This design comes from an exercise in tuning for a short achievable clock period and few clock cycles on the open sky130 flow, not from production work. Only simulation tests tie the RTL to the original design; equivalence was not proved. Power is estimated from default activity; no workload was simulated.

## the baseline
==> flow/design.v (excerpt) <==
module cpu_top (
    input  logic                      clock,
    input  logic                      arst_n,
    output logic [32-1:0]     imem_addr,
    input  logic [32-1:0]     imem_rdata,
    output logic [32-1:0]     dmem_addr,
    output logic [32-1:0]     dmem_wdata,
    output logic                      dmem_wren,
    input  logic [32-1:0]     dmem_rdata,
    output logic [5-1:0] rf_raddr_a,
    output logic [5-1:0] rf_raddr_b,
    input  logic [32-1:0]     rf_rdata_a,
    input  logic [32-1:0]     rf_rdata_b,
    output logic                      rf_wen,
    output logic [5-1:0] rf_widx,
    output logic [32-1:0]     rf_wdata
);
For scale: ~4300 cells after synthesis, roughly 280 I/O pins, roughly 43000 µm² of cells after synthesis.
==> flow/config.mk <==
export PLATFORM = sky130hd
export DESIGN_NAME = cpu_top
export DESIGN_NICKNAME = cpu_top
export VERILOG_FILES = /design/flow/design.v
export SDC_FILE = /design/flow/constraint.sdc
export NUM_CORES = 4
export LEC_CHECK = 0
export ABC_CLOCK_PERIOD_IN_PS = 2000
export CAP_MARGIN = 20
export CORE_MARGIN = 2
export CORE_UTILIZATION = 40
export SETUP_SLACK_MARGIN = 5
export SLEW_MARGIN = 20
export TNS_END_PERCENT = 100
==> flow/constraint.sdc <==
create_clock -name core_clock -period 9.0 [get_ports {clock}]
set_input_delay 1.8000 -clock core_clock [delete_from_list [all_inputs] [get_ports {clock}]]
set_output_delay 1.8000 -clock core_clock [all_outputs]
set_load 0.01 [all_outputs]
run.sh (not shown) runs the stock make flow with config.mk's settings and CLKGATE_MAP_FILE= SYNTH_SCRIPT=/design/flow/synth_recipe.tcl, a recipe that flattens the netlist after the stock synthesis.
The baseline: all stages complete, timing, DRC and antenna checks passed
Testbench counts of the baseline, summed over its fixed seeds: cycles 47,728.
> inputs changed (the baseline -> the candidate)
diff --git a/flow/design.v b/flow/design.v
--- a/flow/design.v
+++ b/flow/design.v
@@ -117,20 +117,21 @@
     localparam logic [4:0] OP_BLT  = 5'd6;
     localparam logic [4:0] OP_SW   = 5'd7;
     localparam logic [4:0] OP_LW   = 5'd8;
     logic [31:0] pc;
     logic [31:0] ras;
     logic [255:0] bp;
+    logic [7:0]  bp_idx_n;
     logic        u_valid;
     logic [7:0]  u_idx;
     logic        u_taken;
     logic        r_redirect;
-    logic [31:0] r_redirect_pc;
     logic        d_valid;
     logic [31:0] d_insn;
     logic [31:0] d_pc1;
+    logic [31:0] d_brtgt;
     logic [7:0]  d_pcl;
     logic        d_pred_taken;
     logic [31:0] d_pred_npc;
     logic [4:0]  d_ra;
     logic [4:0]  d_rb;
     logic        e_valid;
@@ -182,13 +183,13 @@
     assign f_op      = f_insn[31:27];
     proc_ks_add i_f_pc1 (.x(pc), .y(32'd0), .cin(1'b1), .s(f_pc1), .cout());
     assign f_imm     = {{15{f_insn[16]}}, f_insn[16:0]};
     assign f_target  = {{5{f_insn[26]}}, f_insn[26:0]};
     proc_ks_add i_f_brtgt (.x(pc), .y(f_imm), .cin(1'b1), .s(f_brtgt), .cout());
     assign f_is_br   = (f_op == OP_BNE) || (f_op == OP_BLT);
-    assign f_pred_taken = f_is_br && (f_insn[16] || bp[pc[7:0]]);
+    assign f_pred_taken = f_is_br && (f_insn[16] || bp[~bp_idx_n]);
     always_comb begin
         if ((f_op == OP_J) || (f_op == OP_JAL)) begin
             f_pred_npc = f_target;
         end else if (f_op == OP_JR) begin
             f_pred_npc = ras;
         end else if (f_pred_taken) begin
@@ -248,14 +249,12 @@
     assign stall = d_valid && e_valid && e_is_lw && e_writes &&
                    ((d_uses_a && (d_ra == e_dest)) || (d_uses_b && (d_rb == e_dest)));
     assign m_wdata  = m_is_lw ? dmem_rdata : m_result;
     assign d_mhit_a = m_writes && (m_dest == d_ra);
     assign d_mhit_b = m_writes && (m_dest == d_rb);
     assign d_a      = d_mhit_a ? m_wdata : rf_rdata_a;
-    logic [31:0] d_brtgt;
-    proc_ks_add i_d_brtgt (.x(d_pc1), .y(d_imm), .cin(1'b0), .s(d_brtgt), .cout());
     assign d_b      = d_mhit_b ? m_wdata : rf_rdata_b;
     logic e_fwd_a;
     logic e_fwd_b;
     assign e_fwd_a = e_writes && !e_is_lw && (e_dest == d_ra);
     assign e_fwd_b = e_writes && !e_is_lw && (e_dest == d_rb);
     logic        d_use_imm;
@@ -291,36 +290,44 @@
     assign taken = (e_is_bne && ne) || (e_is_blt && lt);
     logic e_live;
     assign e_live = e_valid && !r_redirect;
     assign mispredict = e_live &&
                         (((e_is_bne || e_is_blt) && (taken != e_pred_taken)) ||
                          (e_is_jr && (b != e_pred_npc)));
+    logic        r_is_jr;
+    logic        r_taken;
+    logic [31:0] r_b;
+    logic [31:0] r_brtgt;
+    logic [31:0] r_pc1;
     always_comb begin
-        if (e_is_jr) begin
-            redirect_pc = b;
-        end else if (taken) begin
-            redirect_pc = e_brtgt;
+        if (r_is_jr) begin
+            redirect_pc = r_b;
+        end else if (r_taken) begin
+            redirect_pc = r_brtgt;
         end else begin
-            redirect_pc = e_pc1;
+            redirect_pc = r_pc1;
         end
     end
     assign dmem_addr  = m_result;
     assign dmem_wdata = m_sdata;
     assign dmem_wren  = m_wren;
     assign rf_wen   = w_en;
     assign rf_widx  = w_idx;
     assign rf_wdata = w_data;
     always_ff @(posedge clock or negedge arst_n) begin
         if (!arst_n) begin
-            pc  <= 32'h0000_0000;
-            ras <= '0;
+            pc       <= 32'h0000_0000;
+            bp_idx_n <= 8'hff;   
+            ras      <= '0;
         end else begin
             if (r_redirect) begin
-                pc <= r_redirect_pc;
+                pc       <= redirect_pc;
+                bp_idx_n <= ~redirect_pc[7:0];
             end else if (!stall) begin
-                pc <= f_pred_npc;
+                pc       <= f_pred_npc;
+                bp_idx_n <= ~f_pred_npc[7:0];
             end
             if (f_op == OP_JAL) begin
                 ras <= f_pc1;
             end
         end
     end
@@ -334,12 +341,13 @@
         end
     end
     always_ff @(posedge clock) begin
         if (!stall) begin
             d_insn       <= f_insn;
             d_pc1        <= f_pc1;
+            d_brtgt      <= f_brtgt;
             d_pcl        <= pc[7:0];
             d_pred_taken <= f_pred_taken;
             d_pred_npc   <= ras;
             d_ra         <= f_insn[21:17];
             d_rb         <= (f_op[2:1] == 2'b00) ? f_insn[16:12] : f_insn[26:22];
         end
@@ -410,11 +418,15 @@
             if (u_valid) begin
                 bp[u_idx] <= u_taken;
             end
         end
     end
     always_ff @(posedge clock) begin
-        r_redirect_pc <= redirect_pc;
+        r_is_jr       <= e_is_jr;
+        r_taken       <= taken;
+        r_b           <= b;
+        r_brtgt       <= e_brtgt;
+        r_pc1         <= e_pc1;
         u_idx         <= e_pcl;
         u_taken       <= taken;
     end
 endmodule
[summary]
Result for the baseline and the candidate: all clean
Relative to the baseline, total routing resource utilization after global routing has decreased by 0.80 points in the candidate.
The candidate contains fewer vias than the baseline.
In the reports for the baseline and the candidate, the smaller total instance count after detailed placement belongs to the candidate.
NOTE: number of clock sinks in the candidate exceeds that of the baseline
Compared with the baseline, the candidate shows routed wire length lower by 0.60%.
[the candidate] final worst-path cycle share fell 0.35 points relative to the baseline
Re wire length of the first global-routing pass: the candidate is about 2% down on the baseline.
Between the baseline and the candidate, the final design utilization figures differ only marginally.
Taking the baseline as the reference, in the candidate post-synthesis share of cell area spent on and, or, nand and nor gates flat, part of the total power dissipated in combinational logic down 6.4 points, largest net degree at the start of global routing moved up, final-layout clock buffer total now larger, final design area excluding fillers went up by 1.8%.
Comparing the baseline and the candidate, the lower number of buffers inserted to repair setup after CTS was measured on the candidate.
Testbench counts of the candidate, summed over its fixed seeds: cycles 47,728.

* * *

Another version of the RTL of cpu_top (not shown whole).
Size: roughly 3500 cells after synthesis, ~650 flip-flops, about 0.034 mm^2 of cells after synthesis.
export LEC_CHECK = 0
export ABC_CLOCK_PERIOD_IN_PS = 2000
export CAP_MARGIN = 20
export CORE_MARGIN = 2
export CORE_UTILIZATION = 40
export SETUP_SLACK_MARGIN = 5
export SLEW_MARGIN = 20
export TNS_END_PERCENT = 100
create_clock -name core_clock -period 9.0 [get_ports {clock}]
standard.sh (not shown) runs the stock make flow with config.mk's settings and CLKGATE_MAP_FILE= SYNTH_SCRIPT=/design/flow/synth_recipe.tcl, a recipe that flattens the netlist after the stock synthesis.
==> flow/flow/run.sh <==
#!/bin/bash
# The standard layout, with timing repair aiming somewhat below the clock
# period: repair_timing keeps working until the setup slack reaches
# SETUP_SLACK_MARGIN. Make's output goes to standard.log, ORFS's own logs to
# orfs/logs.
set -euo pipefail
bash standard.sh SETUP_SLACK_MARGIN=5.8 finish > standard.log 2>&1
Testbench counts at the start, summed over its fixed seeds: cycles 47,641.
Then changed:
--- a/flow/design.v
+++ b/flow/design.v
@@ -116,15 +116,15 @@
     localparam logic [4:0] OP_ADDI = 5'd5;
     localparam logic [4:0] OP_BLT  = 5'd6;
     localparam logic [4:0] OP_SW   = 5'd7;
     localparam logic [4:0] OP_LW   = 5'd8;
     logic [31:0] pc;
     logic [31:0] ras;
     logic [31:0] bp;
-    logic [4:0]  bp_idx_n;
+    logic [4:0]  bp_idx;
     logic        u_valid;
     logic [4:0]  u_idx;
     logic        u_taken;
     logic        r_redirect;
     logic        d_valid;
     logic [31:0] d_insn;
     logic [31:0] d_pc1;
@@ -185,15 +185,15 @@
     proc_ks_add i_f_pc1 (.x(pc), .y(32'd0), .cin(1'b1), .s(f_pc1), .cout());
     assign f_imm     = {{15{f_insn[16]}}, f_insn[16:0]};
     assign f_target  = {{5{f_insn[26]}}, f_insn[26:0]};
     logic [9:0] f_brtgt_lo;
     proc_ks_add #(.W(10)) i_f_brtgt (.x(f_pc1[9:0]), .y(f_insn[9:0]), .cin(1'b0), .s(f_brtgt_lo), .cout());
     assign f_brtgt = {f_pc1[31:10], f_brtgt_lo};
     assign f_is_br   = (f_op == OP_BNE) || (f_op == OP_BLT);
-    assign f_pred_taken = f_is_br && (f_insn[16] || bp[~bp_idx_n]);
+    assign f_pred_taken = f_is_br && (f_insn[16] || bp[bp_idx]);
     always_comb begin
         if ((f_op == OP_J) || (f_op == OP_JAL)) begin
             f_pred_npc = f_target;
         end else if (f_op == OP_JR) begin
             f_pred_npc = ras;
         end else if (f_pred_taken) begin
             f_pred_npc = f_brtgt;
@@ -282,18 +282,23 @@
     proc_ks_add i_sum     (.x(a), .y(e_op2), .cin(1'b0), .s(sum), .cout());
     proc_ks_add i_diff_ab (.x(a), .y(~b), .cin(1'b1), .s(diff_ab), .cout());
     proc_ks_add i_cmp (.x(e_cb), .y(e_ca), .cin(1'b1), .s(), .cout(ge_ba));
     logic [31:0] sll_a;
     logic [31:0] sra_a;
     assign sll_a = a << e_shamt;
     assign sra_a = $signed(a) >>> e_shamt;
-    assign result = ({32{e_s_sum}} & sum) | ({32{e_s_sub}} & diff_ab) |
-                    ({32{e_s_and}} & (a & b)) | ({32{e_s_or}} & (a | b)) |
+    logic        s_fast;
+    logic [31:0] fast;
+    logic [31:0] other;
+    assign s_fast = e_s_sum || e_s_sub;
+    assign fast   = e_s_sub ? diff_ab : sum;
+    assign other  = ({32{e_s_and}} & (a & b)) | ({32{e_s_or}} & (a | b)) |
                     ({32{e_s_sll}} & sll_a) | ({32{e_s_sra}} & sra_a) |
                     ({32{e_s_pc1}} & e_pc1);
+    assign result = s_fast ? fast : other;
     assign ne    = !(&(e_cb ^ e_ca));
     assign lt    = !ge_ba;
     assign taken = (e_is_bne && ne) || (e_is_blt && lt);
     logic tgt_ok;
     assign tgt_ok = e_pred_npc == e_brtgt;
     logic e_live;
     assign e_live = e_valid && !r_redirect;
@@ -320,29 +325,33 @@
     assign dmem_wren  = m_wren;
     assign rf_wen   = w_en;
     assign rf_widx  = w_idx;
     assign rf_wdata = w_data;
     always_ff @(posedge clock or negedge arst_n) begin
         if (!arst_n) begin
             pc       <= 32'h0000_0000;
-            bp_idx_n <= 5'h1f;   
             ras      <= '0;
         end else begin
             if (r_redirect) begin
                 pc       <= redirect_pc;
-                bp_idx_n <= ~redirect_pc[4:0];
             end else if (!stall) begin
                 pc       <= f_pred_npc;
-                bp_idx_n <= ~f_pred_npc[4:0];
             end
             if (f_op == OP_JAL) begin
                 ras <= f_pc1;
             end
         end
     end
+    always_ff @(posedge clock) begin
+        if (r_redirect) begin
+            bp_idx <= redirect_pc[4:0];
+        end else if (!stall) begin
+            bp_idx <= f_pred_npc[4:0];
+        end
+    end
     always_ff @(posedge clock or negedge arst_n) begin
         if (!arst_n) begin
             d_valid <= 1'b0;
         end else if (!stall) begin
             d_valid <= !r_redirect;
         end else if (r_redirect) begin
             d_valid <= 1'b0;
@@ -382,19 +391,22 @@
         e_s_sub      <= d_is_r && d_func_sub;
         e_s_and      <= d_is_r && d_func_and;
         e_s_or       <= d_is_r && d_func_or;
         e_s_sll      <= d_is_r && d_func_sll;
         e_s_sra      <= d_is_r && d_func_sra;
         e_s_pc1      <= d_is_jal;
         e_shamt      <= d_insn[11:7];
-        e_a          <= e_fwd_a ? result : d_a;
-        e_b          <= e_fwd_b ? result : d_b;
-        e_cb         <= e_fwd_b ? {~result[31], result[30:0]} : {~d_b[31], d_b[30:0]};
-        e_ca         <= e_fwd_a ? {result[31], ~result[30:0]} : {d_a[31], ~d_a[30:0]};
-        e_op2        <= (e_fwd_b && !d_use_imm) ? result : d_op2;
+        e_a          <= (e_fwd_a && s_fast) ? fast : (e_fwd_a ? other : d_a);
+        e_b          <= (e_fwd_b && s_fast) ? fast : (e_fwd_b ? other : d_b);
+        e_cb         <= (e_fwd_b && s_fast) ? {~fast[31], fast[30:0]} :
+                        (e_fwd_b ? {~other[31], other[30:0]} : {~d_b[31], d_b[30:0]});
+        e_ca         <= (e_fwd_a && s_fast) ? {fast[31], ~fast[30:0]} :
+                        (e_fwd_a ? {other[31], ~other[30:0]} : {d_a[31], ~d_a[30:0]});
+        e_op2        <= (e_fwd_b && !d_use_imm && s_fast) ? fast :
+                        ((e_fwd_b && !d_use_imm) ? other : d_op2);
         e_pc1        <= d_pc1;
         e_pcl        <= d_pcl;
         e_brtgt      <= d_brtgt;
         e_pred_taken <= d_pred_taken;
         e_pred_npc   <= d_pred_npc;
     end
     always_ff @(posedge clock or negedge arst_n) begin
The new run produced a clean layout.
Die area came out higher by 1.6%.
Hold slack hardly moves.
Flip-flop and latch count stays the same.
Cell count climbs by 1.9%.
Clock skew climbs by 0.0095 ns.
Final area climbs by 0.82%.
Global-route usage came out higher by 1.2 points.
Via count increases by 3.7%.
Routed wire length increases by 6.8%.
Count of clock-buffer cells in the layout came out lower by 1.
Utilization is lower by 0.54 points.
Power came out higher by 3.3%.
Worst setup slack is better by 0.094 ns.
Clock power stays flat.
Testbench counts after the change, summed over its fixed seeds: cycles 47,641.

## port drivers added, routing unchanged
In the flow no input, the clock included, has a driving cell. The finished layouts below were timed again as built, in two steps.
Step 1 sets driving cells, clkbuf_16 on the clock port and buf_2 on the other inputs (assumed; they add their load-dependent delay and slew).
Step 2 also shifts input and output timing later by t, the mid clock arrival at the registers, as if the neighbouring blocks saw the same clock.
Three values: no drivers, after step 1, after step 2; two values: the first two.
run	shift t [ns]	slack for setup (ns)	hold WS [ns]	worst setup path after step 2	worst register clock-pin slew, ns
the baseline	0.748	4.972 / 4.972 / 4.345	0.327 / 0.327 / 0.327	input to register	0.07 / 0.07
the candidate	0.744	5.004 / 5.049 / 4.306	0.312 / 0.312 / 0.312	input to register	0.07 / 0.07
the first run of note 2	0.698	5.651 / 5.651 / 5.114	0.326 / 0.326 / 0.326	input to register	0.07 / 0.07
the second run of note 2	0.702	5.745 / 5.745 / 5.072	0.326 / 0.326 / 0.326	input to register	0.07 / 0.07
After both steps every run listed still meets setup and hold. For the candidate, which loses most, drivers alone change the setup slack by +0.045 ns; drivers and shift together by -0.698 ns.
